This is an optimization exercise on Yosys and OpenROAD, whose aim is small area, a short achievable clock period and few clock cycles, not a production implementation. At most, simulation tests tie the RTL to the original design; equivalence was not proved. For runs 4 to 7, only the layout was checked, not whether the RTL still works. Power and IR drop assume default switching activity.

==> design/flow/design.v <==
`default_nettype none
package lri_pkg;
    localparam int COLOR_W   = 32;
    localparam int CHAN_W    = 8;
    localparam int NUM_COLOR = 4;
endpackage
`default_nettype wire
`default_nettype none
module lri_divider #(
    parameter int DEN_W = 6
) (
    input  wire logic [DEN_W-1:0] r_in,
    input  wire logic [1:0]       bits,
    input  wire logic [DEN_W-1:0] den,
    input  wire logic [DEN_W+1:0] den3,
    output logic      [1:0]       q,
    output logic      [DEN_W-1:0] r_out
);
    logic [DEN_W+1:0] t;
    logic [DEN_W+2:0] d1, d2, d3;
    always_comb begin
        t  = {r_in, bits};
        d1 = {1'b0, t} - {3'b0, den};
        d2 = {1'b0, t} - {2'b0, den, 1'b0};
        d3 = {1'b0, t} - {1'b0, den3};
        if (!d3[DEN_W+2]) begin
            q     = 2'd3;
            r_out = d3[DEN_W-1:0];
        end else if (!d2[DEN_W+2]) begin
            q     = 2'd2;
            r_out = d2[DEN_W-1:0];
        end else if (!d1[DEN_W+2]) begin
            q     = 2'd1;
            r_out = d1[DEN_W-1:0];
        end else begin
            q     = 2'd0;
            r_out = t[DEN_W-1:0];
        end
    end
endmodule
`default_nettype wire
`default_nettype none
module lri_chan #(
    parameter int W = 16,
    parameter int C = 6
) (
    input  wire logic         aclk,
    input  wire logic [W-1:0] a_val,      
    input  wire logic [W-1:0] b_val,      
    input  wire logic         ld_diff,    
    input  wire logic         geo,        
    input  wire logic         geo_step,   
    input  wire logic         swap_c,     
    input  wire logic [2:0]   den_sm,     
    input  wire logic         int_en,     
    input  wire logic         z_en,       
    input  wire logic         z_bits,     
    input  wire logic [C-1:0] den,        
    input  wire logic [C-1:0] denm1,      
    input  wire logic [C+1:0] den3,       
    input  wire logic         den32,      
    input  wire logic         swap,       
    input  wire logic         n_load,     
    input  wire logic         stash,      
    input  wire logic         d_load,     
    input  wire logic         z_load,     
    input  wire logic         step,       
    output logic      [W-1:0] v           
);
    logic [W-1:0] q_reg;                  
    logic [C-1:0] r_reg;                  
    logic         dneg_reg;               
    logic         neg_reg;                
    logic [W-1:0] v_reg;
    logic [W-1:0] inc_reg;                
    logic [C-1:0] ra_reg;                 
    logic [C:0] rb_reg;            
    logic [C:0] fr_reg;            
    logic         wneg_reg;
    logic         zz_reg;
    logic         frz_reg;                
    logic [W:0]   diff;
    logic [1:0]   q0, qs;
    logic [C-1:0] r0, rs;
    logic [1:0]   sbits;
    logic [C-1:0] ra_n;
    logic [C:0] rb_n, fr_n, fr_nx;
    logic         z_n, carry;
    logic [W:0]   vsum;
    logic [W-1:0] fsel;
    assign diff  = {1'b0, b_val} - {1'b0, a_val};
    assign sbits = z_bits ? {dneg_reg, dneg_reg} : q_reg[W-1 -: 2];
    assign fsel  = swap ? b_val : a_val;
    always_comb begin
        q0 = '0;
        r0 = C'(q_reg[W-1 -: 2]);
        if (den_sm[0]) begin
            q0 = q_reg[W-1 -: 2];
            r0 = '0;
        end else if (den_sm[1]) begin
            q0 = {1'b0, q_reg[W-1]};
            r0 = C'(q_reg[W-2]);
        end else if (den_sm[2] && (q_reg[W-1 -: 2] == 2'd3)) begin
            q0 = 2'd1;
            r0 = '0;
        end
    end
    lri_divider #(.DEN_W(C)) u_step (
        .r_in (r_reg), .bits (sbits), .den (den), .den3 (den3),
        .q    (qs),    .r_out (rs)
    );
    always_comb begin
        ra_n  = r_reg + C'(dneg_reg);
        rb_n  = ({1'b0, ra_n}) - ({1'b0, den});
        fr_n  = neg_reg ? (({1'b0, ra_n}) - 7'd1) : rb_n;
        z_n   = !den32 && (r_reg != (swap ? denm1 : '0));
        carry = !fr_reg[C] && !(zz_reg && frz_reg);
        fr_nx = fr_reg + (carry ? rb_reg : ({1'b0, ra_reg}));
        vsum  = {v_reg, 1'b1} + {inc_reg, carry ^ wneg_reg};
    end
    always_ff @(posedge aclk) begin
        if (ld_diff) begin
            dneg_reg <= diff[W];
            q_reg    <= diff[W-1:0] ^ {W{diff[W]}};
        end else if (geo) begin
            neg_reg <= dneg_reg ^ swap_c;
            if (geo_step)
                q_reg <= {q_reg[W-3:0], q0 ^ {2{dneg_reg ^ swap_c}}};
        end else if (int_en) begin
            q_reg <= {q_reg[W-3:0], qs ^ {2{neg_reg}}};
        end
        if (geo)
            r_reg <= geo_step ? r0 : '0;
        else if (int_en || z_en)
            r_reg <= rs;
    end
    always_ff @(posedge aclk) begin
        if (n_load || stash) begin
            ra_reg   <= ra_n;
            rb_reg   <= rb_n;
            fr_reg   <= fr_n;
            frz_reg  <= fr_n == '0;
            wneg_reg <= neg_reg;
        end else if (step) begin
            fr_reg  <= fr_nx;
            frz_reg <= fr_nx == '0;
        end
        if (n_load || stash)
            zz_reg <= 1'b0;
        else if (z_load)
            zz_reg <= z_n && !wneg_reg;
        if (n_load || d_load)
            inc_reg <= q_reg;
        else if (stash)
            inc_reg <= fsel;
        if (n_load)
            v_reg <= fsel;
        else if (d_load)
            v_reg <= inc_reg;
        else if (step)
            v_reg <= vsum[W:1];
    end
    assign v = v_reg;
endmodule
module line_rasterizer_interpolated
#(
    parameter int COORD_BITS = 6,
    parameter int DEPTH_BITS = 16,
    parameter int FRAC_BITS  = 16
) (
    input  wire logic                 aclk,
    input  wire logic                 aresetn,
    input  wire logic                 s_tvalid,
    output logic                      s_tready,
    input  wire logic [((2*(2*COORD_BITS+DEPTH_BITS+32)+7)/8)*8-1:0] s_tdata,
    output logic                      m_tvalid,
    input  wire logic                 m_tready,
    output logic [((2*COORD_BITS+DEPTH_BITS+32+7)/8)*8-1:0] m_tdata,
    output logic                      m_tlast
);
    localparam int C      = COORD_BITS;
    localparam int CW     = lri_pkg::CHAN_W;
    localparam int NC     = lri_pkg::NUM_COLOR;
    localparam int PT_W   = 2*C + DEPTH_BITS + lri_pkg::COLOR_W;
    localparam int OUT_W  = ((2*C + DEPTH_BITS + NC*CW + 7) / 8) * 8;
    localparam int E_W    = C + 2;
    localparam int N_INT  = DEPTH_BITS/2 - 1;
    localparam int C_INT0 = N_INT - CW/2;      
    logic [C-1:0] xa, ya, xb, yb;
    assign xa = s_tdata[C-1:0];
    assign ya = s_tdata[2*C-1:C];
    assign xb = s_tdata[PT_W+C-1:PT_W];
    assign yb = s_tdata[PT_W+2*C-1:PT_W+C];
    logic st_idle, st_geo, st_int, st_rdy, st_z2, st_hold;
    logic [2:0] cnt_reg;
    logic       cint_reg;              
    logic [C-1:0] adx_reg, ady_reg;
    logic         xgt_reg, ygt_reg;
    logic [C-1:0] span_reg, spanm1_reg, nmin_reg;
    logic [C+1:0] span3_reg;
    logic         span32_reg, xmaj_reg, swap_reg, up_reg;
    logic         xmaj_c, swap_c, up_c;
    logic [C-1:0] span_c, nmin_c;
    logic [C+1:0] span3_c;
    logic [2:0]   span_sm;
    always_comb begin
        xmaj_c  = ady_reg < adx_reg;
        swap_c  = xmaj_c ? xgt_reg : ygt_reg;
        span_c  = xmaj_c ? adx_reg : ady_reg;
        nmin_c  = xmaj_c ? ady_reg : adx_reg;
        for (int k = 0; k < 3; k++)
            span_sm[k] = xmaj_c ? (adx_reg == C'(k+1)) : (ady_reg == C'(k+1));
        span3_c = {2'b00, span_c} + {1'b0, span_c, 1'b0};
        up_c    = xmaj_c ? (swap_c ? ygt_reg : !ygt_reg)
                         : (swap_c ? xgt_reg : !xgt_reg);
    end
    logic vld_reg, last_reg, pend_reg;
    logic accept, take, n_load, stash, d_load, step, pend_clear;
    logic ld_diff, geo, int_d, int_c, z_en;
    logic zbits_reg, zload_reg;
    assign s_tready   = st_rdy && !pend_reg && (!vld_reg || last_reg);
    assign accept     = s_tvalid && s_tready;
    assign take       = vld_reg && m_tready;
    assign pend_clear = pend_reg && m_tready;
    assign n_load     = accept && (!vld_reg || m_tready);
    assign stash      = accept && vld_reg && !m_tready;
    assign d_load     = pend_clear;
    assign step       = take && !last_reg;
    assign ld_diff = st_idle || (st_z2 && (!pend_reg || pend_clear));
    assign geo     = st_geo;
    assign int_d   = st_int;
    assign int_c   = cint_reg;
    assign z_en    = (st_rdy && accept) || st_z2;
    always_ff @(posedge aclk) begin
        if (!aresetn) begin
            zbits_reg <= 1'b0;
            zload_reg <= 1'b0;
        end else begin
            zbits_reg <= (st_int && (cnt_reg == 3'(N_INT-1))) || st_rdy;
            zload_reg <= st_z2;
        end
    end
    logic z2_go, int_last;
    assign z2_go    = !pend_reg || pend_clear;
    assign int_last = cnt_reg == 3'(N_INT-1);
    always_ff @(posedge aclk) begin
        if (!aresetn) begin
            st_idle  <= 1'b1;
            st_geo   <= 1'b0;
            st_int   <= 1'b0;
            st_rdy   <= 1'b0;
            st_z2    <= 1'b0;
            st_hold  <= 1'b0;
            cnt_reg  <= '0;
            cint_reg <= 1'b0;
        end else begin
            st_idle  <= (st_idle && !s_tvalid) || (st_z2 && z2_go && !s_tvalid) ||
                        (st_hold && pend_clear);
            st_geo   <= (st_idle && s_tvalid) || (st_z2 && z2_go && s_tvalid);
            st_int   <= st_geo || (st_int && !int_last);
            st_rdy   <= (st_int && int_last) || (st_rdy && !accept);
            st_z2    <= st_rdy && accept;
            st_hold  <= (st_z2 && !z2_go) || (st_hold && !pend_clear);
            cnt_reg  <= st_int ? cnt_reg + 1'b1 : '0;
            cint_reg <= st_int && !int_last && (cnt_reg >= 3'(C_INT0-1));
        end
    end
    always_ff @(posedge aclk) begin
        if (ld_diff) begin
            xgt_reg <= xa > xb;
            ygt_reg <= ya > yb;
            adx_reg <= (xa > xb) ? (xa - xb) : (xb - xa);
            ady_reg <= (ya > yb) ? (ya - yb) : (yb - ya);
        end
        if (geo) begin
            span_reg   <= span_c;
            spanm1_reg <= span_c - 1'b1;
            span3_reg  <= span3_c;
            span32_reg <= span_c == C'(32);
            nmin_reg   <= nmin_c;
            xmaj_reg   <= xmaj_c;
            swap_reg   <= swap_c;
            up_reg     <= up_c;
        end
    end
    logic [DEPTH_BITS-1:0] zv;
    logic [CW-1:0]         cv [NC];
    lri_chan #(.W(DEPTH_BITS), .C(C)) u_depth (
        .aclk     (aclk),
        .a_val    (s_tdata[2*C+DEPTH_BITS-1:2*C]),
        .b_val    (s_tdata[PT_W+2*C+DEPTH_BITS-1:PT_W+2*C]),
        .ld_diff  (ld_diff),  .geo (geo), .geo_step (1'b1),
        .swap_c   (swap_c),   .den_sm (span_sm),
        .int_en   (int_d),    .z_en (z_en),  .z_bits (zbits_reg),
        .den      (span_reg), .den3 (span3_reg), .den32 (span32_reg), .denm1 (spanm1_reg),
        .swap     (swap_reg),
        .n_load   (n_load),   .stash (stash), .d_load (d_load),
        .z_load   (zload_reg), .step (step),
        .v        (zv)
    );
    for (genvar k = 0; k < NC; k++) begin : g_col
        lri_chan #(.W(CW), .C(C)) u_col (
            .aclk     (aclk),
            .a_val    (s_tdata[PT_W-1-CW*k -: CW]),
            .b_val    (s_tdata[2*PT_W-1-CW*k -: CW]),
            .ld_diff  (ld_diff),  .geo (geo), .geo_step (1'b0),
            .swap_c   (swap_c),   .den_sm (span_sm),
            .int_en   (int_c),    .z_en (z_en),  .z_bits (zbits_reg),
            .den      (span_reg), .den3 (span3_reg), .den32 (span32_reg), .denm1 (spanm1_reg),
            .swap     (swap_reg),
            .n_load   (n_load),   .stash (stash), .d_load (d_load),
            .z_load   (zload_reg), .step (step),
            .v        (cv[k])
        );
    end
    logic             wxmaj_reg, wup_reg;
    logic [C-1:0]     x_reg, y_reg, left_reg;
    logic [E_W-1:0] e_reg;
    logic [C-1:0]     inca_reg;               
    logic [C:0] incb_reg;              
    logic [E_W-1:0] e_add;
    logic             mstep;
    logic [C-1:0]     xs0, ys0;
    always_comb begin
        xs0   = swap_reg ? xb : xa;
        ys0   = swap_reg ? yb : ya;
        e_add = e_reg + ({1'b0, inca_reg, 1'b0});
        mstep = !e_add[E_W-1];
    end
    always_ff @(posedge aclk) begin
        if (!aresetn) begin
            vld_reg  <= 1'b0;
            pend_reg <= 1'b0;
        end else begin
            if (accept)
                vld_reg <= 1'b1;
            else if (take && last_reg && !pend_reg)
                vld_reg <= 1'b0;
            if (stash)
                pend_reg <= 1'b1;
            else if (pend_clear)
                pend_reg <= 1'b0;
        end
    end
    always_ff @(posedge aclk) begin
        if (n_load || d_load) begin
            wxmaj_reg <= xmaj_reg;
            wup_reg   <= up_reg;
            left_reg  <= span_reg;
            last_reg  <= span_reg == '0;
            e_reg     <= E_W'(0) - E_W'(span_reg);
            inca_reg  <= nmin_reg;
            incb_reg  <= ({1'b0, nmin_reg}) - ({1'b0, span_reg});
        end else if (stash) begin
            left_reg  <= xs0;
            e_reg     <= E_W'(ys0);
        end else if (step) begin
            left_reg  <= left_reg - 1'b1;
            last_reg  <= left_reg == C'(1);
            e_reg     <= mstep ? (e_reg + ({incb_reg, 1'b0})) : e_add;
        end
        if (n_load) begin
            x_reg <= xs0;
            y_reg <= ys0;
        end else if (d_load) begin
            x_reg <= left_reg;
            y_reg <= e_reg[C-1:0];
        end else if (step) begin
            if (wxmaj_reg) begin
                x_reg <= x_reg + 1'b1;
                if (mstep)
                    y_reg <= wup_reg ? (y_reg + 1'b1) : (y_reg - 1'b1);
            end else begin
                y_reg <= y_reg + 1'b1;
                if (mstep)
                    x_reg <= wup_reg ? (x_reg + 1'b1) : (x_reg - 1'b1);
            end
        end
    end
    assign m_tvalid = vld_reg;
    assign m_tlast  = last_reg;
    assign m_tdata  = OUT_W'({cv[3], cv[2], cv[1], cv[0], zv, y_reg, x_reg});
endmodule
`default_nettype wire
==> design/flow/flow/run.sh <==
#!/bin/bash
# Standard layout, with the port buffers made from plain buffers
# (sky130_fd_sc_hd__buf_2) instead of the delay buffers buffer_ports picks.
set -euo pipefail
export BUFFER_PORTS_ARGS="-buffer_cell sky130_fd_sc_hd__buf_2"
bash standard.sh > standard.log 2>&1
==> design/flow/standard.sh <==
#!/bin/bash
# synth_recipe.tcl (not shown) runs the flow's synth.tcl, then flattens the netlist and writes it again
# the make line also repeats each setting of config.mk as NAME=value (left out here)
make -C /OpenROAD-flow-scripts/flow DESIGN_CONFIG=/design/flow/config.mk WORK_HOME=/design/flow/orfs CLKGATE_MAP_FILE= SYNTH_SCRIPT=/design/flow/synth_recipe.tcl "${@:-finish}"
==> design/flow/config.mk <==
export PLATFORM = sky130hd
export DESIGN_NAME = line_rasterizer_interpolated
export DESIGN_NICKNAME = line_rasterizer_interpolated
export VERILOG_FILES = /design/flow/design.v
export SDC_FILE = /design/flow/constraint.sdc
export NUM_CORES = 4
export LEC_CHECK = 0
export CAP_MARGIN = 20
export CORE_MARGIN = 2
export CORE_UTILIZATION = 40
export SETUP_SLACK_MARGIN = 4.1
export SLEW_MARGIN = 20
==> design/flow/constraint.sdc <==
create_clock -name core_clock -period 7.5 [get_ports {aclk}]
set_input_delay 1.5000 -clock core_clock [delete_from_list [all_inputs] [get_ports {aclk}]]
set_output_delay 1.5000 -clock core_clock [all_outputs]
set_load 0.01 [all_outputs]
==> results of run 1 <==
-- layer usage --
layer  GRT usage  wire length [um]  vias up
met4      0.0612              2250        2
met2       0.348             41400      600
met3      0.0280              4480      121
met1       0.298             40600    11700
met5           0                13        -
li1            -                 -    12100
-- report_power, final --
group	leakage (nW)	switching, mW	internal [mW]
Combinational	11.3	1.34	1.16
Sequential	3.58	0.169	2.64
Clock	0.759	1.01	1.40
Total	15.6	2.52	5.20
-- critical path: cells and delay by family --
kind	cells	cell delay, ns
AOI/OAI and AO/OA	6	1.25
xor gates and xnor gates	1	0.15
adders and majority gates	2	0.54
buffers and inverters	2	0.14
muxes	1	0.10
and+or+nand+nor	1	0.13
-- cell type report --
cell class,instances,area (sq um),share of cell area
Multi-Input combinational cell,2469,19600,0.528
Sequential cell,398,11500,0.311
Timing Repair Buffer,325,2120,0.0571
Tap cell,1040,1300,0.0351
Clock buffer,60,1260,0.0339
Inverter,242,967,0.0261
Clock inverter,29,319,0.00861
Timing Repair inverter,1,7.51,0.000203
-- cells in the final DEF, fill, tap and decap left out, drive strengths merged, types with 43 or more instances in the layout --
master / Yosys / final
clkbuf: 106 / 61
nor2: 191 / 191
fa: 43 / 43
nor2b: 53 / 53
edfxtp: 355 / 355
nand2: 238 / 238
buf: 22 / 324
o21ai: 244 / 244
nand3: 61 / 61
xor2: 91 / 91
a21o: 113 / 113
ha: 334 / 334
a21oi: 250 / 250
mux2i: 152 / 152
xnor2: 237 / 237
inv: 242 / 241
dfxtp: 43 / 43
a211oi: 55 / 55
mux2: 51 / 51
-- per-stage QoR --
stage / hold WS (ns) / instances / instance area [sq um]
finish: 0.418 / 4564 / 37100
global route: 0.433 / 4564 / 37100
CTS: 0.419 / 4496 / 36200
detailed placement: 0.405 / 4358 / 33900
global placement: 0.406 / 4358 / 33900
floorplan: 0.400 / 3236 / 32000
-- final timing paths --
check        startpoint                 endpoint  depth (start not counted)
max          s_tdata[0]               adx_reg[5]                         13
min              up_reg                  wup_reg                          0
max reg2reg   zbits_reg  g_col[1].u_col.q_reg[1]                         13
min reg2reg      up_reg                  wup_reg                          0
-- what timing repair did --
| item | CTS | global route |
|---|---|---|
| hold buffers | 0 | 0 |
| setup endpoints to repair | 118 | 94 |
| gates resized for setup | 68 | 79 |
| pin swaps | 15 | 56 |
| gates cloned | 1 | 1 |
| setup buffers | 48 | 67 |
-- cell families after synthesis --
logic type | Yosys count
simple gates | 724
flops | 398
fa+ha+maj | 377
xor+xnor | 330
other cells | 1
mux | 203
compound gates | 830
buf+inv | 370
==> impl_metrics.tcl, run 1 <==
set metrics [dict create \
    cp.required_ns 7.86 \
    yosys.area_share.simple 0.107 \
    antenna_left 0 \
    row_count 102 \
    drv_cap 0 \
    die_width_um 285 \
    synth_xor_area_frac 0.0926 \
    grt_overflow_total 0 \
    cts_buffer_depth 3 \
    drv_slew 0 \
    relSlewSlack 0.302 \
    fin_nets 3986 \
    via_count 24500 \
    drcViolationCount 0 \
    status "finished clean" \
    ios 191 \
    fillers 7248 \
    critPathMaxFanout 4 \
    synthFlopType "edfxtp_1" \
    setup_tns_ns 0 \
    avgSynthCellArea_sq_um 9.75 \
    grt_max_degree 81 \
    crit_chain "buf_4 > inv_2 > ha_4 > fa_2 > nor2b_1 > o21a_1 > o21ai_2 > a21oi_4 > mux2i_1 > a221o_1 > a221oi_2 > o21ai_1 > xor2_1" \
    path_class "input pin to flop" \
    root_buffer "clkbuf_16" \
    hold_viol 0 \
    syn_area_sq_um 31500 \
    synth-seq-cells 398 \
    htreeDepth 2 \
    synthDominantCellAreaShare 0.338 \
    synth_edf_count 355 \
    total_power_mw 7.72 \
    synth.distinct_cells 70 \
    power.leakage_nw 15.6 \
    path_clk_slew_ns 0.06 \
    synth_top_area_cell "edfxtp_1" \
    dp_hpwl_mm 63.0 \
    fin_crit_ns 3.45 \
    synth_area_leaders "edfxtp_1 (34%), ha_1 (13%), xnor2_1 (6.6%), mux2i_1 (4.8%), a21oi_1 (3.8%)" \
    cts_tree "built" \
    ys_async_sr_fraction 0 \
    drt_first_pass_iters 7 \
    rsz0062_at_grt "yes" \
    synthTopCellsByCount "edfxtp_1 (355), ha_1 (334), inv_1 (242)" \
    initial_utilization 0.405 \
    place_congestion 0.887 \
    grt_pass1_wl_mm 137 \
    start_kind "input pin" \
    skew_ns 0.0284 \
    drt_iter0_markers 1831 \
    setup_viol 0 \
    setup_slack_ns 4.05 \
    drive_above_1_share 0.180 \
    slowest_delay_ns 0.37 \
    worstMarginPinSlew_ns 1.05 \
    synth_compound_area_frac 0.163 \
    viasPerCell 5.37 \
    clk_latency_ns 0.62 \
    end_kind "flop" \
    slowest_stage "fa_2" \
    ir_worst_vdd_v 0.000186 \
    grt_antenna_before_repair 2 \
    numCtsBuffers 48 \
    grtUsageTotal 0.214 \
    dieArea_sq_um 81000 \
    place_ws_ns 2.95 \
    wl_mm 88.8 \
    crit_arrival_ns 3.82 \
    utilization 0.477 \
    synth_adder_area_share 0.160 \
    yosysMostFrequentCell "edfxtp_1" \
    min_path_type "flop to flop" \
    reg2reg_slack_ns 4.05 \
    core-area_sq_um 77700 \
    synth_mux_area_frac 0.0669 \
    synth_top_family_by_area "compound AO/OA/AOI/OAI gates" \
    synth_cells 3233 \
    seq_area_frac_synth 0.366 \
    grt_pass1_vias 23900 \
    wire_per_inst_um 19.5 \
    die_h_um 285 \
    power.density_nw_per_um2 208 \
    period_share 0.460 \
    area_delta_synth_final_pct 17.6 \
    synth_warnings 5 \
    fmax_mhz 290 \
    port_buffers 186 \
    antenna_cells 0 \
    clock_sink_count 398 \
]
Testbench counts, summed over its fixed seeds: cycles 38,956.
==> run 2, diff against run 1 <==
--- a/design/flow/config.mk
+++ b/design/flow/config.mk
@@ -9,4 +9,6 @@
 export CORE_MARGIN = 2
 export CORE_UTILIZATION = 40
+export CTS_CLUSTER_DIAMETER = 80
+export CTS_CLUSTER_SIZE = 24
 export SETUP_SLACK_MARGIN = 4.1
 export SLEW_MARGIN = 20
==> run 2 against run 1 <==
First-iteration DRC count down 11%. Final area shrank 0.74%. Synthesized area did not move. Die area is the same. Hold slack improved by 0.0078 ns. Via count is 0.21% lower. Clock skew fell by 0.00094 ns. Largest cell class unchanged. Combinational power increased by 4%. Largest power group unchanged.
==> impl_metrics.tcl, run 2 <==
set metrics [dict create \
    status "finished clean" \
    antenna_cells 0 \
    multiInputGateArea_sq_um 19700 \
    setup_tns_ns 0 \
    synth.distinct_cells 70 \
    end_kind "flop" \
    ios 191 \
    cts_buffer_depth 3 \
    synth_warnings 5 \
    crit_arrival_ns 3.81 \
    fin_nets 3976 \
    power.density_nw_per_um2 196 \
    grt_max_degree 81 \
    rsz0062_at_grt "yes" \
    hold_viol 0 \
    synth_edf_count 355 \
    ir_worst_vdd_v 0.000247 \
    synth_area_leaders "edfxtp_1 (34%), ha_1 (13%), xnor2_1 (6.6%), mux2i_1 (4.8%), a21oi_1 (3.8%)" \
    cts_tree "built" \
    path_clk_slew_ns 0.10 \
    synth_cells 3233 \
    avgSynthCellArea_sq_um 9.75 \
    numCtsBuffers 31 \
    layout_commonest_cell "edfxtp_1" \
    drcViolationCount 0 \
    initial_utilization 0.405 \
    start_kind "flop" \
    drv_cap 0 \
    dp.cells 4358 \
    wl_mm 88.0 \
    dp_hpwl_mm 63.0 \
    synthDominantCellAreaShare 0.338 \
    seq_area_frac_synth 0.366 \
    drt_first_pass_iters 5 \
    skew_ns 0.0274 \
    drt_iter0_markers 1630 \
    fin_crit_ns 3.46 \
    hold_buffers 0 \
    power.leakage_nw 15.5 \
    path_class "flop to flop" \
    clk_latency_ns 0.62 \
    place_congestion 0.887 \
    row_count 102 \
    root_buffer "clkbuf_16" \
    relSlewSlack 0.308 \
    synth_top_area_cell "edfxtp_1" \
    fmax_mhz 289 \
    fillers 7264 \
    grtUsageTotal 0.211 \
    grt_overflow_total 0 \
    htreeDepth 1 \
    drv_slew 0 \
    core-area_sq_um 77700 \
    grt_antenna_before_repair 2 \
    area_delta_synth_final_pct 16.8 \
    dieArea_sq_um 81000 \
    grt_pass1_vias 23600 \
    setup_viol 0 \
    die_width_um 285 \
    worstMarginPinSlew_ns 1.04 \
    yosysMostFrequentCell "edfxtp_1" \
    period_share 0.462 \
    viasPerCell 5.38 \
    seqCellArea_sq_um 11500 \
    syn_area_sq_um 31500 \
    synth-seq-cells 398 \
    final_cell_mix "edfxtp_1 (355), ha_1 (310), nand2_1 (224)" \
    port_buffers 186 \
    grt_pass1_wl_mm 136 \
    die_h_um 285 \
    synthFlopType "edfxtp_1" \
    utilization 0.473 \
    final_cells 4540 \
    critPathMaxFanout 11 \
    synthTopCellsByCount "edfxtp_1 (355), ha_1 (334), inv_1 (242)" \
    min_path_type "flop to flop" \
    wire_per_inst_um 19.4 \
    drive_above_1_share 0.185 \
    cp.required_ns 7.84 \
    via_count 24400 \
    ys_async_sr_fraction 0 \
    antenna_left 0 \
    clock_sink_count 398 \
]
run 2: layout make-up:
type                            instances  share of cell area
Tap cell                             1040              0.0354
Multi-Input combinational cell       2469               0.536
Clock inverter                         24             0.00792
Timing Repair inverter                  1            0.000204
Clock buffer                           34              0.0217
Timing Repair Buffer                  332              0.0592
Sequential cell                       398               0.313
Inverter                              242              0.0265
run 2: power by group:
group          internal [mW]  switching [mW]
combinational           1.21            1.38
clock                  0.836           0.982
sequential              2.64           0.171
total                   4.69            2.53
run 2: worst paths after layout:
kind                           startpoint                 endpoint  slack, ns  cells past startpoint
setup / recovery  g_col[2].u_col.q_reg[6]  g_col[2].u_col.q_reg[1]       4.04                     13
hold / removal                     up_reg                  wup_reg       0.43                      0
setup reg to reg  g_col[2].u_col.q_reg[6]  g_col[2].u_col.q_reg[1]       4.04                     13
hold reg to reg                    up_reg                  wup_reg       0.43                      0
run 2: routing by layer:
layer	global-route usage	vias to the layer above	wire length (um)
met5	0	-	14
met1	0.298	11700	40800
met3	0.0209	106	3660
met2	0.346	551	41200
met4	0.0514	2	2290
li1	-	12100	-
run 2: kinds of logic after synthesis:
group	synth area share
other	0.000119
buffers and inverters	0.0452
flip-flops	0.366
AO/OA/AOI/OAI	0.163
AND/OR/NAND/NOR	0.107
XOR/XNOR	0.0926
adder cells (fa/ha/maj)	0.160
multiplexers	0.0669
run 2: timing repair:
| action | in CTS | in global routing |
|---|---|---|
| cloned | 2 | 1 |
| endpoints found under the setup margin | 116 | 90 |
| pin swaps | 18 | 72 |
| buffers inserted | 44 | 77 |
| gates resized for setup | 60 | 120 |
run 2: through the flow:
stage / total power [mW] / hold WS (ns) / worst slack, ns / area, sq um
3_5_place_dp: 5.03 / 0.405 / 2.95 / 33900
3_3_place_gp: 5.01 / 0.406 / 2.99 / 33900
2_1_floorplan: 4.48 / 0.400 / 3.74 / 32000
4_1_cts: 7.03 / 0.429 / 3.85 / 35600
6_report: 7.22 / 0.426 / 4.04 / 36800
5_1_grt: 7.62 / 0.445 / 3.92 / 36800
run 2: critical path, cell delays in order (launching register included):
cell and delay [ns]:
edfxtp_1 0.51, mux2i_2 0.23, ha_1 0.18, inv_1 0.10, fa_2 0.37, a21o_1 0.18, a21oi_2 0.18, o21bai_1 0.08
a21o_1 0.18, a211o_1 0.32, and2_4 0.19, or3_1 0.41, a21oi_4 0.20, a21oi_1 0.06
==> run 3, diff against run 2 <==
--- a/design/flow/config.mk
+++ b/design/flow/config.mk
@@ -11,4 +11,4 @@
 export CTS_CLUSTER_DIAMETER = 80
 export CTS_CLUSTER_SIZE = 24
-export SETUP_SLACK_MARGIN = 4.1
+export SETUP_SLACK_MARGIN = 4.25
 export SLEW_MARGIN = 20
==> run 3 against run 2 <==
Via count up 0.42%. Clock skew down 0.0071 ns. Worst setup slack better by 0.0048 ns. Global-route usage up 0.27 points. Sequential share of layout area down 0.62 points. Final cell count up 0.70%. Wire length up 1.8%. Largest power group unchanged. Maximum frequency up 0.14%. Critical path type unchanged. Power up 1.8%. Synthesized cell count unchanged.
==> impl_metrics.tcl, run 3 <==
set metrics [dict create \
    hp-start "xmaj_reg" \
    setup_tns_ns 0 \
    p_int_mw 4.76 \
    critPathMaxFanout 5 \
    dp_hpwl_mm 63.2 \
    path_class "flop to flop" \
    clk_latency_ns 0.63 \
    avgSynthCellArea_sq_um 9.75 \
    p_sw_mw 2.59 \
    seq_area_frac_synth 0.366 \
    port_buffers 186 \
    worstMarginPinSlew_ns 0.988 \
    setup_slack_ns 4.04 \
    root_buffer "clkbuf_16" \
    layout_commonest_cell "edfxtp_1" \
    period_share 0.461 \
    fin_crit_ns 3.46 \
    status "finished clean" \
    grt_pass1_vias 23900 \
    synth_cells 3233 \
    antenna_left 0 \
    viasPerCell 5.37 \
    initial_utilization 0.405 \
    synth_warnings 5 \
    crit_arrival_ns 3.82 \
    fin_nets 4006 \
    drt_first_pass_iters 7 \
    ios 191 \
    place_congestion 0.892 \
    synth.distinct_cells 70 \
    path_clk_slew_ns 0.09 \
    ys_async_sr_fraction 0 \
    relSlewSlack 0.341 \
    power.density_nw_per_um2 196 \
    skew_ns 0.0203 \
    wire_per_inst_um 19.6 \
    synthFlopType "edfxtp_1" \
    ir_worst_vdd_v 0.000221 \
    min_path_type "flop to flop" \
    r2r-end "u_depth.q_reg[0]" \
    syn_area_sq_um 31500 \
    drv_slew 0 \
    wl_mm 89.6 \
    cpMostUsedCell "a21o_1" \
    pwr-share-comb 0.374 \
    slowest_delay_ns 0.41 \
    crit_chain "inv_1 > ha_1 > a21o_1 > a21o_1 > a211o_1 > a21oi_4 > buf_6 > mux2_4 > buf_4 > ha_4 > a32oi_2 > nor2_2 > xnor3_1 > mux2i_2 > mux2i_1" \
    drcViolationCount 0 \
    grt_overflow_total 0 \
    htreeDepth 1 \
    clock_sink_count 398 \
    start_kind "flop" \
    end_kind "flop" \
    grt_antenna_before_repair 2 \
    setup_viol 0 \
    seqPwrFrac 0.382 \
    hold_viol 0 \
    grtUsageTotal 0.213 \
    grt_pass1_wl_mm 137 \
    area_delta_synth_final_pct 19.2 \
    die_width_um 285 \
    fmax_mhz 289 \
    rsz0062_at_grt "yes" \
    dieArea_sq_um 81000 \
    cp.required_ns 7.87 \
    numCtsBuffers 31 \
    reg2reg_slack_ns 4.04 \
    synth_area_leaders "edfxtp_1 (34%), ha_1 (13%), xnor2_1 (6.6%), mux2i_1 (4.8%), a21oi_1 (3.8%)" \
    slowest_stage "edfxtp_1" \
    cts_tree "built" \
    rr_worst_depth 15 \
    total_power_mw 7.35 \
    synth-seq-cells 398 \
    grt_max_degree 86 \
    p_clk_frac 0.244 \
    core-area_sq_um 77700 \
    synth_top_area_cell "edfxtp_1" \
    drt_iter0_markers 1720 \
    synth_edf_count 355 \
    final_cell_mix "edfxtp_1 (355), ha_1 (304), nand2_1 (225)" \
    drive_above_1_share 0.212 \
    netSwitchingFraction 0.352 \
    via_count 24500 \
    die_h_um 285 \
    cts_buffer_depth 3 \
    place_ws_ns 3.00 \
    r2r_start "adx_reg[1]" \
    power.leakage_nw 15.8 \
    yosysMostFrequentCell "edfxtp_1" \
    synthDominantCellAreaShare 0.338 \
    drv_cap 0 \
    row_count 102 \
    hold_depth 0 \
    synthTopCellsByCount "edfxtp_1 (355), ha_1 (334), inv_1 (242)" \
    holdPathEnd "wxmaj_reg" \
]
run 3: worst max-delay path by stage:
stage | slack (ns) | start | cells past startpoint | to
after floorplan | 3.74 | s_tdata[72] | 13 | u_depth.q_reg[6]
after global placement | 3.03 | ady_reg[1] | 15 | u_depth.q_reg[0]
after detailed placement | 3.00 | s_tdata[6] | 13 | ady_reg[5]
after CTS | 4.12 | adx_reg[1] | 17 | u_depth.q_reg[0]
after global routing | 3.89 | adx_reg[1] | 17 | u_depth.q_reg[0]
final | 4.04 | adx_reg[1] | 15 | u_depth.q_reg[0]
run 3: per-layer routing:
layer | vias to the layer above | GRT usage | share of wire
li1 | 12100 | - | -
met3 | 130 | 0.0282 | 0.050
met1 | 11700 | 0.295 | 0.46
met2 | 588 | 0.347 | 0.46
met5 | - | 0 | 0
met4 | 0 | 0.0625 | 0.032
run 3: kinds of logic after synthesis:
group | after synthesis | share of synthesized area
AO/OA/AOI/OAI | 830 | 0.163
AND/OR/NAND/NOR | 724 | 0.107
flip-flops | 398 | 0.366
adder cells (fa/ha/maj) | 377 | 0.160
buffers and inverters | 370 | 0.0452
XOR/XNOR | 330 | 0.0926
multiplexers | 203 | 0.0669
other | 1 | 0.000119
run 3: final cells by class:
class / count / area, sq um
Antenna cell: 2 / 5.00
Clock buffer: 33 / 783
Clock inverter: 25 / 275
Fill cell: 7200 / 40200
Inverter: 242 / 1010
Multi-Input combinational cell: 2471 / 20200
Sequential cell: 398 / 11500
Tap cell: 1040 / 1300
Timing Repair Buffer: 360 / 2480
Timing Repair inverter: 1 / 7.51
run 3: through the flow:
stage	cells	area, sq um	hold slack, ns	utilization
after CTS	4508	36400	0.444	0.468
final	4572	37600	0.447	0.483
after detailed placement	4358	34100	0.421	0.439
after floorplan	3236	32200	0.400	-
after global placement	4358	34100	0.426	0.439
after global routing	4572	37600	0.453	0.483
run 3: power groups by stage:
stage / registers [mW] / clock network [mW] / logic [mW]
2_1_floorplan: 2.75 / 0 / 1.75
3_3_place_gp: 2.85 / 0 / 2.20
3_5_place_dp: 2.85 / 0 / 2.23
4_1_cts: 2.80 / 1.83 / 2.51
5_1_grt: 2.82 / 1.91 / 3.02
6_report: 2.81 / 1.79 / 2.75
run 3: critical path: cells and delay by family (launching register included):
family          cells  cell delay, ns
xor+xnor            1            0.20
compound gates      5            1.04
flops               1            0.41
buf+inv             3            0.40
mux                 3            0.69
fa+ha+maj           2            0.39
simple gates        1            0.06
run 3: what timing repair did:
action,in CTS,in global routing
cloned,3,2
pin swaps,58,101
setup endpoints to repair,213,125
setup buffers,89,60
hold buffers,0,0
resized for setup,120,163
==> run 4, diff against run 3 <==
--- a/design/flow/design.v
+++ b/design/flow/design.v
@@ -188,8 +188,13 @@
     localparam int C_INT0 = N_INT - CW/2;      
     logic [C-1:0] xa, ya, xb, yb;
+    logic [C:0]   dxp, dxn, dyp, dyn;      
     assign xa = s_tdata[C-1:0];
     assign ya = s_tdata[2*C-1:C];
     assign xb = s_tdata[PT_W+C-1:PT_W];
     assign yb = s_tdata[PT_W+2*C-1:PT_W+C];
+    assign dxp = {1'b0, xb} - {1'b0, xa};
+    assign dxn = {1'b0, xa} - {1'b0, xb};
+    assign dyp = {1'b0, yb} - {1'b0, ya};
+    assign dyn = {1'b0, ya} - {1'b0, yb};
     logic st_idle, st_geo, st_int, st_rdy, st_z2, st_hold;
     logic [2:0] cnt_reg;
@@ -211,5 +216,6 @@
         for (int k = 0; k < 3; k++)
             span_sm[k] = xmaj_c ? (adx_reg == C'(k+1)) : (ady_reg == C'(k+1));
-        span3_c = {2'b00, span_c} + {1'b0, span_c, 1'b0};
+        span3_c = xmaj_c ? ({2'b00, adx_reg} + {1'b0, adx_reg, 1'b0})
+                         : ({2'b00, ady_reg} + {1'b0, ady_reg, 1'b0});
         up_c    = xmaj_c ? (swap_c ? ygt_reg : !ygt_reg)
                          : (swap_c ? xgt_reg : !xgt_reg);
@@ -219,5 +225,7 @@
     logic ld_diff, geo, int_d, int_c, z_en;
     logic zbits_reg, zload_reg;
-    assign s_tready   = st_rdy && !pend_reg && (!vld_reg || last_reg);
+    logic int_last;
+    logic sready_reg, rdy_n, pend_n, vld_n, last_n;
+    assign s_tready   = sready_reg;
     assign accept     = s_tvalid && s_tready;
     assign take       = vld_reg && m_tready;
@@ -227,4 +235,15 @@
     assign d_load     = pend_clear;
     assign step       = take && !last_reg;
+    assign rdy_n  = (st_int && int_last) || (st_rdy && !accept);
+    assign pend_n = stash || (pend_reg && !pend_clear);
+    assign vld_n  = accept || (vld_reg && !(take && last_reg && !pend_reg));
+    assign last_n = (n_load || d_load) ? (span_reg == '0)
+                  : (step ? (left_reg == C'(1)) : last_reg);
+    always_ff @(posedge aclk) begin
+        if (!aresetn)
+            sready_reg <= 1'b0;
+        else
+            sready_reg <= rdy_n && !pend_n && (!vld_n || last_n);
+    end
     assign ld_diff = st_idle || (st_z2 && (!pend_reg || pend_clear));
     assign geo     = st_geo;
@@ -241,5 +260,5 @@
         end
     end
-    logic z2_go, int_last;
+    logic z2_go;
     assign z2_go    = !pend_reg || pend_clear;
     assign int_last = cnt_reg == 3'(N_INT-1);
@@ -259,5 +278,5 @@
             st_geo   <= (st_idle && s_tvalid) || (st_z2 && z2_go && s_tvalid);
             st_int   <= st_geo || (st_int && !int_last);
-            st_rdy   <= (st_int && int_last) || (st_rdy && !accept);
+            st_rdy   <= rdy_n;
             st_z2    <= st_rdy && accept;
             st_hold  <= (st_z2 && !z2_go) || (st_hold && !pend_clear);
@@ -268,8 +287,8 @@
     always_ff @(posedge aclk) begin
         if (ld_diff) begin
-            xgt_reg <= xa > xb;
-            ygt_reg <= ya > yb;
-            adx_reg <= (xa > xb) ? (xa - xb) : (xb - xa);
-            ady_reg <= (ya > yb) ? (ya - yb) : (yb - ya);
+            xgt_reg <= dxp[C];
+            ygt_reg <= dyp[C];
+            adx_reg <= dxp[C] ? dxn[C-1:0] : dxp[C-1:0];
+            ady_reg <= dyp[C] ? dyn[C-1:0] : dyp[C-1:0];
         end
         if (geo) begin
--- a/design/flow/config.mk
+++ b/design/flow/config.mk
@@ -11,4 +11,4 @@
 export CTS_CLUSTER_DIAMETER = 80
 export CTS_CLUSTER_SIZE = 24
-export SETUP_SLACK_MARGIN = 4.25
+export SETUP_SLACK_MARGIN = 4.1
 export SLEW_MARGIN = 20
==> run 4 against run 3 <==
Combinational power decreased by 16%. Final cell count rose by 3.5%. First-iteration DRC count grew 5.3%. Sequential power about the same. Via count grew 8.2%. Register-to-register slack better by 0.07 ns. Flip-flop and latch count rose by 1. Die area rose by 4.4%. Synthesized area up 4.4%. Worst setup slack gained 0.070 ns. Global-route usage hardly changed. Critical path type is now input pin to flop. Clock power is 5% higher.
==> impl_metrics.tcl, run 4 <==
set metrics [dict create \
    status "finished clean" \
    ir_worst_vdd_v 0.000186 \
    multiInputGateArea_sq_um 20400 \
    grt_max_degree 101 \
    synthDominantCellAreaShare 0.324 \
    stdcell_area_sq_um 37100 \
    end_kind "flop" \
    critPathMaxFanout 4 \
    synthTopCellsByCount "edfxtp_1 (355), ha_1 (333), nor2_1 (282)" \
    start_kind "input pin" \
    grt_pass1_wl_mm 144 \
    setup_slack_ns 4.11 \
    reg2reg_slack_ns 4.11 \
    wl_mm 92.9 \
    hold_slack_ns 0.431 \
    drcViolationCount 0 \
    dieArea_sq_um 84600 \
    r2r_start "ady_reg[2]" \
    final_cells 4731 \
    r2r-end "u_depth.q_reg[0]" \
    rr_worst_depth 14 \
    seq_area_frac_synth 0.351 \
    total_power_mw 7.00 \
    fillers 7850 \
    setup_viol 0 \
    grt_pass1_vias 25400 \
    synthFlopType "edfxtp_1" \
    setup_tns_ns 0 \
    synth_warnings 5 \
    rsz0062_at_grt "yes" \
    drt_first_pass_iters 5 \
    synth_cells 3476 \
    ys_async_sr_fraction 0 \
    drv_cap 0 \
    via_count 26500 \
    initial_utilization 0.403 \
    hold_depth 0 \
    cts_tree "built" \
    crit_arrival_ns 3.75 \
    synth_top_area_cell "edfxtp_1" \
    hold_viol 0 \
    wire_per_inst_um 19.6 \
    cts_buffer_depth 3 \
    row_count 105 \
    seqCellArea_sq_um 11500 \
    synth_edf_count 355 \
    numCtsBuffers 31 \
    fmax_mhz 295 \
    fin_nets 4136 \
    dp.cells 4638 \
    path_clk_slew_ns 0.10 \
    drive_above_1_share 0.141 \
    root_buffer "clkbuf_16" \
    drv_slew 0 \
    synth.distinct_cells 83 \
    power.density_nw_per_um2 189 \
    power.leakage_nw 15.2 \
    grt_overflow_total 0 \
    place_area_sq_um 35300 \
    grtUsageTotal 0.213 \
    final_cell_mix "edfxtp_1 (355), ha_1 (325), nor2_1 (278)" \
    die_width_um 291 \
    clk_latency_ns 0.63 \
    clock_sink_count 399 \
    place_ws_ns 2.93 \
    worstMarginPinSlew_ns 0.957 \
    antenna_left 0 \
    dp_hpwl_mm 68.6 \
    min_path_type "flop to flop" \
    area_delta_synth_final_pct 12.6 \
    layout_commonest_cell "edfxtp_1" \
    relSlewSlack 0.360 \
    synth_area_leaders "edfxtp_1 (32%), ha_1 (13%), xnor2_1 (4.9%), mux2i_1 (3.9%), a21oi_1 (3.8%)" \
    syn_area_sq_um 32900 \
    core-area_sq_um 81700 \
    avgSynthCellArea_sq_um 9.47 \
    die_h_um 291 \
    drt_iter0_markers 1811 \
    utilization 0.454 \
    port_buffers 186 \
    yosysMostFrequentCell "edfxtp_1" \
    htreeDepth 1 \
    skew_ns 0.0285 \
    holdPathEnd "wup_reg" \
    period_share 0.452 \
    grt_antenna_before_repair 1 \
    hp-start "up_reg" \
    path_class "input pin to flop" \
    fin_crit_ns 3.39 \
    ios 191 \
    place_congestion 0.874 \
    synth-seq-cells 399 \
    viasPerCell 5.61 \
    cp.required_ns 7.87 \
]
## run 4: changes by cell type after synthesis, moves of 19 or more
cell,previous run,this run
a21o_1,113,55
inv_1,242,270
mux2i_1,151,127
nand2_1,238,195
nand3_1,61,80
nor2_1,191,282
nor3_1,40,71
nor3b_1,1,24
o21a_1,13,58
o21ai_0,236,217
xnor2_1,237,183
## run 4: cell families (layout without fill, tap and decap cells)
family / count (synthesis) / count (layout) / share of synthesized area
compound gates: 931 / 931 / 0.182
xor+xnor: 267 / 267 / 0.0719
fa+ha+maj: 377 / 377 / 0.153
buf+inv: 405 / 586 / 0.0472
flops: 399 / 399 / 0.351
mux: 193 / 193 / 0.0612
other cells: 1 / 5 / 0.000114
simple gates: 903 / 903 / 0.134
## run 4: critical path, stage by stage
cell and delay (ns):
clkbuf_4 0.16, inv_12 0.06, ha_4 0.13, fa_2 0.21
nor2b_2 0.05, o31a_1 0.33, o211ai_1 0.21, a31oi_2 0.14
a31o_4 0.28, buf_4 0.16, xnor2_1 0.42, a22oi_1 0.12
## run 4: per-layer routing
layer  part of all wire  up-vias  wire length, um  track usage
li1                   -    13000                -            -
met1               0.45    12700            41800        0.286
met2               0.47      688            43700        0.363
met3              0.052      127             4860       0.0239
met4              0.028        0             2630       0.0588
met5                  0        -                0            0
## run 4: area by class of cell
cell class	instances	share of cell area
diodes	1	0.0000675
clock buffers	31	0.0209
clock inverters	27	0.00982
inverters	273	0.0292
multi-input cells	2675	0.551
flip-flops and latches	399	0.311
well taps	1070	0.0361
repair buffers	255	0.0413
## run 4: how the worst max path moves through the flow
| stage | endpoint | slack [ns] | startpoint | cells after the start |
|---|---|---|---|---|
| 6_report | u_depth.q_reg[0] | 4.11 | s_tdata[72] | 12 |
| 5_1_grt | u_depth.q_reg[0] | 3.95 | ady_reg[2] | 14 |
| 4_1_cts | u_depth.q_reg[0] | 4.02 | adx_reg[4] | 15 |
| 3_5_place_dp | g_col[2].u_col.v_reg[7] | 2.93 | s_tvalid | 11 |
| 3_3_place_gp | g_col[1].u_col.v_reg[7] | 2.99 | s_tvalid | 11 |
| 2_1_floorplan | u_depth.q_reg[11] | 3.71 | s_tdata[72] | 12 |
## run 4: report_power, final
part / internal, mW / leakage [nW] / switching (mW)
sequential: 2.63 / 3.63 / 0.171
combinational: 1.00 / 11.0 / 1.32
clock: 0.873 / 0.547 / 1.01
## run 4: repair_timing
item / 4_1_cts / 5_1_grt
gates resized for setup: 26 / 51
pin swaps: 6 / 9
endpoints found under the hold margin: 0 / 0
endpoints found under the setup margin: 101 / 101
gates cloned: 0 / 1
hold buffers: 0 / 0
setup buffers: 15 / 18
==> run 5, diff against run 4 <==
--- a/design/flow/design.v
+++ b/design/flow/design.v
@@ -235,15 +235,4 @@
     assign d_load     = pend_clear;
     assign step       = take && !last_reg;
-    assign rdy_n  = (st_int && int_last) || (st_rdy && !accept);
-    assign pend_n = stash || (pend_reg && !pend_clear);
-    assign vld_n  = accept || (vld_reg && !(take && last_reg && !pend_reg));
-    assign last_n = (n_load || d_load) ? (span_reg == '0)
-                  : (step ? (left_reg == C'(1)) : last_reg);
-    always_ff @(posedge aclk) begin
-        if (!aresetn)
-            sready_reg <= 1'b0;
-        else
-            sready_reg <= rdy_n && !pend_n && (!vld_n || last_n);
-    end
     assign ld_diff = st_idle || (st_z2 && (!pend_reg || pend_clear));
     assign geo     = st_geo;
@@ -341,4 +330,15 @@
     logic             mstep;
     logic [C-1:0]     xs0, ys0;
+    assign rdy_n  = (st_int && int_last) || (st_rdy && !accept);
+    assign pend_n = stash || (pend_reg && !pend_clear);
+    assign vld_n  = accept || (vld_reg && !(take && last_reg && !pend_reg));
+    assign last_n = (n_load || d_load) ? (span_reg == '0)
+                  : (step ? (left_reg == C'(1)) : last_reg);
+    always_ff @(posedge aclk) begin
+        if (!aresetn)
+            sready_reg <= 1'b0;
+        else
+            sready_reg <= rdy_n && !pend_n && (!vld_n || last_n);
+    end
     always_comb begin
         xs0   = swap_reg ? xb : xa;
--- a/design/flow/config.mk
+++ b/design/flow/config.mk
@@ -6,5 +6,5 @@
 export NUM_CORES = 4
 export LEC_CHECK = 0
-export CAP_MARGIN = 20
+export CAP_MARGIN = 5
 export CORE_MARGIN = 2
 export CORE_UTILIZATION = 40
@@ -12,3 +12,3 @@
 export CTS_CLUSTER_SIZE = 24
 export SETUP_SLACK_MARGIN = 4.1
-export SLEW_MARGIN = 20
+export SLEW_MARGIN = 5
==> run 5 against run 4 <==
Final area down 2.0%. Still clean on timing, DRC and antenna. Global-route usage down 0.70 points. Utilization up 0.47 points. Die area down 2.2%. First-iteration DRC count down 7.1%. Clock power down 6%. Worst setup slack worse by 0.0091 ns.
==> impl_metrics.tcl, run 5 <==
set metrics [dict create \
    status "finished clean" \
    synthTopCellsByCount "edfxtp_1 (355), ha_1 (333), a21oi_1 (321)" \
    synth_top_area_cell "edfxtp_1" \
    core-area_sq_um 79300 \
    dr_wl_met3_mm 4.52 \
    drive_above_1_share 0.144 \
    min_path_type "flop to flop" \
    fmax_mhz 294 \
    wl_met1_mm 40.4 \
    crit_arrival_ns 3.77 \
    wire_per_inst_um 19.1 \
    initial_utilization 0.406 \
    place_area_sq_um 34600 \
    rsz0062_at_grt "yes" \
    drcViolationCount 0 \
    grt_antenna_before_repair 2 \
    crit_chain "buf_12 > inv_12 > ha_4 > fa_2 > nor2b_4 > o31ai_4 > a21oi_2 > a211o_1 > o31a_1 > and2_4 > mux2i_2 > nor3b_2 > o32a_1" \
    path_class "input pin to flop" \
    numCtsBuffers 28 \
    dr_wl_met2_mm 40.1 \
    place_congestion 0.859 \
    row_count 103 \
    syn_area_sq_um 32200 \
    fillers 7624 \
    ys_async_sr_fraction 0 \
    stdcell_area_sq_um 36300 \
    critPathMaxFanout 6 \
    final_cell_mix "edfxtp_1 (355), ha_1 (321), a21oi_1 (314)" \
    setup_tns_ns 0 \
    antenna_left 0 \
    synth_warnings 5 \
    synth_cells 3366 \
    clk_latency_ns 0.63 \
    path_clk_slew_ns 0.10 \
    port_buffers 186 \
    p_clk_frac 0.261 \
    power.density_nw_per_um2 185 \
    area_delta_synth_final_pct 13.0 \
    slowest_stage "o32a_1" \
    grt_overflow_total 0 \
    seqPwrFrac 0.414 \
    top_layer "met5" \
    drt_iter0_markers 1683 \
    synth.distinct_cells 83 \
    avgSynthCellArea_sq_um 9.55 \
    fin_nets 4031 \
    yosysMostFrequentCell "edfxtp_1" \
    dieArea_sq_um 82700 \
    setup_viol 0 \
    grt_max_degree 78 \
    skew_ns 0.0291 \
    cts_buffer_depth 3 \
    ir_worst_vdd_v 0.000169 \
    die_width_um 288 \
    root_buffer "clkbuf_16" \
    hold_buffers 0 \
    start_kind "input pin" \
    hold_viol 0 \
    via_count 25200 \
    cts_tree "built" \
    grtUsageTotal 0.206 \
    pwr-share-comb 0.324 \
    slowest_delay_ns 0.35 \
    p_sw_mw 2.33 \
    crit_buf_inv 2 \
    netSwitchingFraction 0.346 \
    seqCellArea_sq_um 11500 \
    place_ws_ns 2.87 \
    ios 191 \
    setup_slack_ns 4.10 \
    grt_pass1_vias 23600 \
    drv_slew 0 \
    fin_crit_ns 3.40 \
    multiInputGateArea_sq_um 19900 \
    hold_slack_ns 0.437 \
    synthDominantCellAreaShare 0.331 \
    synth-seq-cells 399 \
    end_kind "flop" \
    wl_mm 87.7 \
    crit_family "compound AO/OA/AOI/OAI gates" \
    grt_pass1_wl_mm 134 \
    seq_area_frac_synth 0.359 \
    viasPerCell 5.47 \
    relSlewSlack 0.353 \
    clock_sink_count 399 \
    power.leakage_nw 15.3 \
    drv_cap 0 \
    worstMarginPinSlew_ns 0.970 \
    layout_commonest_cell "edfxtp_1" \
    synth_edf_count 355 \
    cp.required_ns 7.88 \
    synth_area_leaders "edfxtp_1 (33%), ha_1 (13%), xnor2_1 (5.9%), a21oi_1 (5.0%), mux2i_1 (4.0%)" \
    period_share 0.453 \
    dp_hpwl_mm 64.2 \
    drt_first_pass_iters 5 \
    htreeDepth 1 \
    die_h_um 288 \
    synthFlopType "edfxtp_1" \
    p_int_mw 4.40 \
]
[run 5: metal layers]
layer	up-vias	track usage
met3	116	0.0222
met5	-	0
met4	2	0.0591
li1	12400	-
met1	12000	0.294
met2	603	0.330
[run 5: cells by family after synthesis]
logic type / Yosys count / share of synthesized area
adder cells (fa/ha/maj): 377 / 0.157
buffers and inverters: 363 / 0.0434
XOR/XNOR: 329 / 0.0898
other: 1 / 0.000117
AO/OA/AOI/OAI: 874 / 0.169
AND/OR/NAND/NOR: 837 / 0.122
multiplexers: 186 / 0.0602
flip-flops: 399 / 0.359
[run 5: final timing paths]
path	endpoint	depth (start not counted)	start	slack (ns)
worst max-delay path	u_depth.q_reg[15]	13	s_tdata[72]	4.10
worst min-delay path	wxmaj_reg	0	xmaj_reg	0.44
worst max register to register	u_depth.q_reg[0]	15	adx_reg[1]	4.18
worst min register to register	wxmaj_reg	0	xmaj_reg	0.44
[run 5: area by class of cell]
type,count,share of cell area
multi-input cells,2608,0.548
clock inverters,21,0.00858
inverters,230,0.0260
flip-flops and latches,399,0.318
clock buffers,30,0.0195
repair buffers,262,0.0439
repair inverters,1,0.000207
well taps,1050,0.0362
diodes,1,0.0000689
[run 5: worst reg2reg max path: stages (launching register included)]
cell	delay (ns)
edfxtp_1	0.48
inv_1	0.17
ha_1	0.25
a211oi_1	0.21
o21ai_1	0.14
a21oi_4	0.22
nor2_1	0.07
a21oi_1	0.30
inv_1	0.14
ha_1	0.25
a21oi_1	0.15
o22ai_1	0.09
nand2_1	0.09
xnor2_1	0.07
mux2i_2	0.32
a21oi_1	0.12
[run 5: power by group through the flow]
| stage | Sequential, mW | Clock (mW) | Combinational, mW |
|---|---|---|---|
| after global routing | 2.80 | 1.85 | 2.44 |
| after CTS | 2.79 | 1.79 | 2.12 |
| final | 2.79 | 1.76 | 2.18 |
| after global placement | 2.84 | 0 | 2.05 |
| after floorplan | 2.74 | 0 | 1.61 |
| after detailed placement | 2.84 | 0 | 2.06 |
[run 5: repair_timing]
item                       4_1_cts  5_1_grt
pin swaps                        1       22
resized for setup               24       55
setup endpoints to repair      151       82
buffers inserted                12       36
cloned                           2        0
[run 5: per-stage QoR]
stage / utilization / cells / total power [mW]
after floorplan: - / 3369 / 4.35
after global placement: 0.436 / 4500 / 4.89
after detailed placement: 0.436 / 4500 / 4.91
after CTS: 0.452 / 4565 / 6.70
after global routing: 0.458 / 4601 / 7.09
final: 0.458 / 4602 / 6.73
==> run 6, diff against run 5 <==
--- a/design/flow/config.mk
+++ b/design/flow/config.mk
@@ -11,4 +11,4 @@
 export CTS_CLUSTER_DIAMETER = 80
 export CTS_CLUSTER_SIZE = 24
-export SETUP_SLACK_MARGIN = 4.1
+export SETUP_SLACK_MARGIN = 4.2
 export SLEW_MARGIN = 5
==> run 6 against run 5 <==
Die area unchanged. Global-route usage up 0.30 points. Maximum frequency up 0.44%. Still clean. Highest routed layer unchanged. Largest power group unchanged.
==> impl_metrics.tcl, run 6 <==
set metrics [dict create \
    avgSynthCellArea_sq_um 9.55 \
    rsz0062_at_grt "yes" \
    slowest_stage "o32a_1" \
    wl_mm 88.6 \
    ios 191 \
    path_class "input pin to flop" \
    power.leakage_nw 15.5 \
    crit_arrival_ns 3.76 \
    row_count 103 \
    synthDominantCellAreaShare 0.331 \
    drive_above_1_share 0.162 \
    fillers 7537 \
    area_delta_synth_final_pct 14.6 \
    htreeDepth 1 \
    grt_pass1_vias 24100 \
    worstMarginPinSlew_ns 1.09 \
    netSwitchingFraction 0.351 \
    via_count 25100 \
    hold_buffers 0 \
    synth_edf_count 355 \
    start_kind "input pin" \
    dieArea_sq_um 82700 \
    cp.required_ns 7.87 \
    synthFlopType "edfxtp_1" \
    wire_per_inst_um 19.1 \
    ys_async_sr_fraction 0 \
    grt_overflow_total 0 \
    antenna_left 0 \
    end_kind "flop" \
    p_sw_mw 2.39 \
    cts_tree "built" \
    slowest_delay_ns 0.35 \
    place_ws_ns 2.86 \
    synth_warnings 5 \
    drt_iter0_markers 1607 \
    place_congestion 0.861 \
    synthTopCellsByCount "edfxtp_1 (355), ha_1 (333), a21oi_1 (321)" \
    setup_viol 0 \
    grt_pass1_wl_mm 136 \
    path_clk_slew_ns 0.10 \
    yosysMostFrequentCell "edfxtp_1" \
    viasPerCell 5.43 \
    drv_slew 0 \
    grtUsageTotal 0.209 \
    min_path_type "flop to flop" \
    setup_slack_ns 4.12 \
    power.density_nw_per_um2 185 \
    die_h_um 288 \
    relSlewSlack 0.273 \
    synth_cells 3366 \
    grt_antenna_before_repair 3 \
    layout_commonest_cell "edfxtp_1" \
    fin_crit_ns 3.38 \
    crit_chain "buf_12 > inv_12 > ha_4 > fa_2 > nor2b_4 > o31ai_4 > a21oi_2 > a211o_1 > o31a_1 > and2_4 > mux2i_2 > nor3b_2 > o32a_1" \
    p_clk_frac 0.256 \
    fin_nets 4057 \
    die_width_um 288 \
    drv_cap 0 \
    initial_utilization 0.406 \
    synth-seq-cells 399 \
    clock_sink_count 399 \
    core-area_sq_um 79300 \
    critPathMaxFanout 5 \
    place_area_sq_um 34700 \
    drcViolationCount 0 \
    period_share 0.451 \
    dp_hpwl_mm 63.9 \
    port_buffers 186 \
    syn_area_sq_um 32200 \
    clk_latency_ns 0.62 \
    root_buffer "clkbuf_16" \
    hold_viol 0 \
    p_int_mw 4.42 \
    skew_ns 0.0258 \
    seq_area_frac_synth 0.359 \
    final_cell_mix "edfxtp_1 (355), ha_1 (314), a21oi_1 (308)" \
    grt_max_degree 77 \
    cts_buffer_depth 3 \
    status "finished clean" \
    pwr-share-comb 0.337 \
    fmax_mhz 296 \
    numCtsBuffers 29 \
    synth_area_leaders "edfxtp_1 (33%), ha_1 (13%), xnor2_1 (5.9%), a21oi_1 (5.0%), mux2i_1 (4.0%)" \
    ir_worst_vdd_v 0.000166 \
    setup_tns_ns 0 \
    hold_slack_ns 0.406 \
    synth_top_area_cell "edfxtp_1" \
    seqPwrFrac 0.408 \
    stdcell_area_sq_um 36900 \
    synth.distinct_cells 83 \
    drt_first_pass_iters 7 \
]
-- run 6: cells by family (layout without fill, tap and decap cells) --
group | Yosys count | after routing | synth area share
mux | 186 | 186 | 0.0602
flops | 399 | 399 | 0.359
simple gates | 837 | 837 | 0.122
compound gates | 874 | 876 | 0.169
other cells | 1 | 5 | 0.000117
xor+xnor | 329 | 329 | 0.0898
buf+inv | 363 | 570 | 0.0434
fa+ha+maj | 377 | 377 | 0.157
-- run 6: power groups by stage --
stage	clock (mW)	combinational (mW)	sequential [mW]
global route	1.85	2.56	2.79
CTS	1.78	2.18	2.78
finish	1.74	2.29	2.78
floorplan	0	1.62	2.74
detailed placement	0	2.09	2.84
global placement	0	2.07	2.84
-- run 6: what timing repair did --
| item | CTS | global route |
|---|---|---|
| gates resized for setup | 40 | 71 |
| setup buffers | 26 | 47 |
| pin swaps | 11 | 41 |
| gates cloned | 2 | 2 |
| hold endpoints to repair | 0 | 0 |
| setup endpoints to repair | 140 | 136 |
-- run 6: worst max-delay path, delay by kind of cell --
kind            cells  cell delay (ns)
compound gates      5             1.26
fa+ha+maj           2             0.35
buf+inv             2             0.15
mux                 1             0.16
simple gates        3             0.33
-- run 6: layer usage --
metal,global-route usage,share of wire
met1,0.289,0.46
met3,0.0245,0.049
met5,0,0.00024
met2,0.348,0.47
met4,0.0490,0.023
-- run 6: worst paths after layout --
check,startpoint,slack [ns],depth (start not counted),endpoint
setup / recovery,s_tdata[72],4.12,13,u_depth.q_reg[15]
hold / removal,up_reg,0.41,0,wup_reg
setup reg to reg,u_depth.frz_reg,4.21,12,u_depth.v_reg[15]
hold reg to reg,up_reg,0.41,0,wup_reg
-- run 6: final cells by class --
cell class / count / area (sq um) / share of cell area
clock inverter: 24 / 282 / 0.00764
sequential: 399 / 11500 / 0.313
timing repair inverter: 1 / 7.51 / 0.000204
multi-input combinational: 2609 / 20200 / 0.548
clock buffer: 29 / 726 / 0.0197
inverter: 230 / 962 / 0.0261
antenna: 1 / 2.50 / 0.0000679
tap: 1050 / 1310 / 0.0356
timing repair buffer: 286 / 1830 / 0.0497
-- run 6: metrics by stage --
step / util / cells / power (mW)
after floorplan: - / 3369 / 4.36
after global placement: 0.437 / 4498 / 4.90
after detailed placement: 0.437 / 4498 / 4.93
after CTS: 0.456 / 4579 / 6.74
after global routing: 0.465 / 4629 / 7.20
final: 0.465 / 4629 / 6.81
==> run 7, diff against run 6 <==
--- a/design/flow/config.mk
+++ b/design/flow/config.mk
@@ -11,4 +11,5 @@
 export CTS_CLUSTER_DIAMETER = 80
 export CTS_CLUSTER_SIZE = 24
-export SETUP_SLACK_MARGIN = 4.2
+export PLACE_DENSITY = 0.75
+export SETUP_SLACK_MARGIN = 4.1
 export SLEW_MARGIN = 5
==> run 7 against run 6 <==
Wire length decreased by 3.2%. Critical path depth unchanged. Non-clock buffer count shrank 25. Count of clock-buffer cells in the layout fell by 2. Flip-flop and latch count unchanged. Die area did not move. Final area is 2.0% lower. Largest cell class unchanged. Highest routed layer unchanged.
==> impl_metrics.tcl, run 7 <==
set metrics [dict create \
    core-area_sq_um 79300 \
    drv_slew 0 \
    grt_antenna_before_repair 3 \
    fillers 7318 \
    numCtsBuffers 25 \
    pwr-share-comb 0.342 \
    relSlewSlack 0.272 \
    synth-seq-cells 399 \
    dr_wl_met3_mm 5.33 \
    wl_met1_mm 36.6 \
    place_congestion 0.892 \
    drv_cap 0 \
    slowest_stage "o31a_1" \
    path_class "input pin to flop" \
    root_buffer "clkbuf_16" \
    dr_wl_met2_mm 41.0 \
    crit_arrival_ns 3.72 \
    period_share 0.452 \
    p_sw_mw 2.26 \
    area_delta_synth_final_pct 12.3 \
    final_cell_mix "edfxtp_1 (355), ha_1 (320), a21oi_1 (312)" \
    seqPwrFrac 0.425 \
    synth_xor_area_frac 0.0898 \
    path_clk_slew_ns 0.10 \
    power.density_nw_per_um2 181 \
    htreeDepth 1 \
    grt_pass1_wl_mm 132 \
    grt_overflow_total 0 \
    drt_iter0_markers 2094 \
    cts_buffer_depth 3 \
    crit_buf_inv 2 \
    antenna_cells 0 \
    grt_pass1_vias 24800 \
    fin_nets 4029 \
    utilization 0.456 \
    layout_commonest_cell "edfxtp_1" \
    fmax_mhz 295 \
    seqCellArea_sq_um 11500 \
    yosysMostFrequentCell "edfxtp_1" \
    p_int_mw 4.29 \
    synth_compound_area_frac 0.169 \
    synth_warnings 5 \
    row_count 103 \
    drcViolationCount 0 \
    critPathMaxFanout 7 \
    synth_mux_area_frac 0.0602 \
    dp_hpwl_mm 62.8 \
    initial_utilization 0.406 \
    worstMarginPinSlew_ns 1.09 \
    ys_async_sr_fraction 0 \
    synth_adder_area_share 0.157 \
    end_kind "flop" \
    die_h_um 288 \
    yosys.area_share.simple 0.122 \
    start_kind "input pin" \
    synthTopCellsByCount "edfxtp_1 (355), ha_1 (333), a21oi_1 (321)" \
    grtUsageTotal 0.199 \
    clock_sink_count 399 \
    drive_above_1_share 0.142 \
    power.leakage_nw 15.2 \
    drt_first_pass_iters 8 \
    rsz0062_at_grt "yes" \
    skew_ns 0.0334 \
    crit_family "compound AO/OA/AOI/OAI gates" \
    viasPerCell 5.62 \
    ios 191 \
    setup_viol 0 \
    clk_latency_ns 0.59 \
    synth_edf_count 355 \
    multiInputGateArea_sq_um 19900 \
    crit_chain "buf_12 > inv_12 > ha_4 > fa_2 > nor2b_4 > o31ai_4 > a21oi_2 > a211o_1 > o31a_1 > and2_4 > mux2i_1 > nor3b_1 > o32a_1" \
    hold_viol 0 \
    status "finished clean" \
    synth_top_area_cell "edfxtp_1" \
    fin_crit_ns 3.39 \
    synth.distinct_cells 83 \
    top_layer "met5" \
    setup_tns_ns 0 \
    grt_max_degree 86 \
    synth_area_leaders "edfxtp_1 (33%), ha_1 (13%), xnor2_1 (5.9%), a21oi_1 (5.0%), mux2i_1 (4.0%)" \
    wire_per_inst_um 18.7 \
    dieArea_sq_um 82700 \
    port_buffers 186 \
    synthDominantCellAreaShare 0.331 \
    ir_worst_vdd_v 0.000157 \
    p_clk_frac 0.234 \
    synth_top_family_by_area "compound AO/OA/AOI/OAI gates" \
    antenna_left 0 \
    die_width_um 288 \
    min_path_type "flop to flop" \
    cp.required_ns 7.83 \
    via_count 25800 \
    slowest_delay_ns 0.35 \
    cts_tree "built" \
    synth_cells 3366 \
    avgSynthCellArea_sq_um 9.55 \
    synthFlopType "edfxtp_1" \
    wl_mm 85.8 \
    netSwitchingFraction 0.345 \
    seq_area_frac_synth 0.359 \
    syn_area_sq_um 32200 \
]
run 7: cell types whose count changed in the layout (fill, tap and decap cells not counted), sizes merged:
cell,previous run,this run
a21oi,335,336
nor2,276,277
inv,237,235
clkinv,11,7
clkbuf,32,28
bufinv,0,1
clkinvlp,7,4
diode,1,0
buf,283,260
run 7: cells by family (layout without fill, tap and decap cells):
kind of cell,Yosys count,after routing
buffers and inverters,363,535
and+or+nand+nor,837,838
muxes,186,186
AOI/OAI and AO/OA,874,877
xor gates and xnor gates,329,329
DFF,399,399
adders and majority gates,377,377
other,1,4
run 7: worst reg2reg max path, cell delays in order (launching register included):
cell	delay [ns]
dfxtp_4	0.46
mux2i_4	0.30
ha_1	0.20
inv_2	0.07
fa_1	0.40
a21o_1	0.19
a21oi_2	0.19
nor2b_1	0.06
o21ai_0	0.18
a211oi_1	0.10
buf_4	0.19
or3_1	0.37
a21oi_4	0.25
a21oi_1	0.07
run 7: power by group through the flow:
stage	logic [mW]	clock network, mW	registers [mW]
after floorplan	1.61	0	2.74
after global placement	2.00	0	2.83
after detailed placement	2.05	0	2.83
after CTS	2.13	1.54	2.78
after global routing	2.47	1.60	2.80
final	2.24	1.53	2.78
run 7: final timing paths:
path / startpoint / endpoint / slack, ns / cells after the start
setup / recovery: s_tdata[72] / u_depth.q_reg[15] / 4.11 / 13
hold / removal: xmaj_reg / wxmaj_reg / 0.43 / 0
setup reg to reg: zbits_reg / g_col[3].u_col.q_reg[1] / 4.19 / 13
hold reg to reg: xmaj_reg / wxmaj_reg / 0.43 / 0
run 7: per-layer routing:
layer	global-route usage	vias to the layer above
met4	0.0671	6
li1	-	12400
met1	0.264	12300
met3	0.0239	164
met5	0	-
met2	0.335	871
run 7: final cells by class:
type / count / share of cell area
Clock buffer: 27 / 0.0175
Clock inverter: 17 / 0.00526
Inverter: 230 / 0.0263
Multi-Input combinational cell: 2611 / 0.552
Sequential cell: 399 / 0.320
Tap cell: 1050 / 0.0364
Timing Repair Buffer: 261 / 0.0430
run 7: timing repair:
action	CTS	global route
pin swaps	6	21
hold endpoints to repair	0	0
resized for setup	24	59
setup endpoints to repair	165	69
cloned	4	0
hold buffers	0	0
buffers inserted	16	35
run 7: metrics by stage:
step           hold WS, ns  cells  setup slack [ns]  total power [mW]  area [sq um]
6_report             0.429   4595              4.11              6.55         36100
4_1_cts              0.429   4560              4.07              6.44         35600
3_5_place_dp         0.406   4496              2.77              4.89         34500
5_1_grt              0.449   4595              4.03              6.86         36100
2_1_floorplan        0.400   3369              3.74              4.35         32600
3_3_place_gp         0.407   4496              2.85              4.84         34500

Check on run 7: ideal ports give 4.106 ns setup slack; a clkbuf_16 on the clock port and buf_2 on the inputs give 4.111 ns; moving port delays by the midpoint clock arrival (0.633 ns) as well gives 3.478 ns.
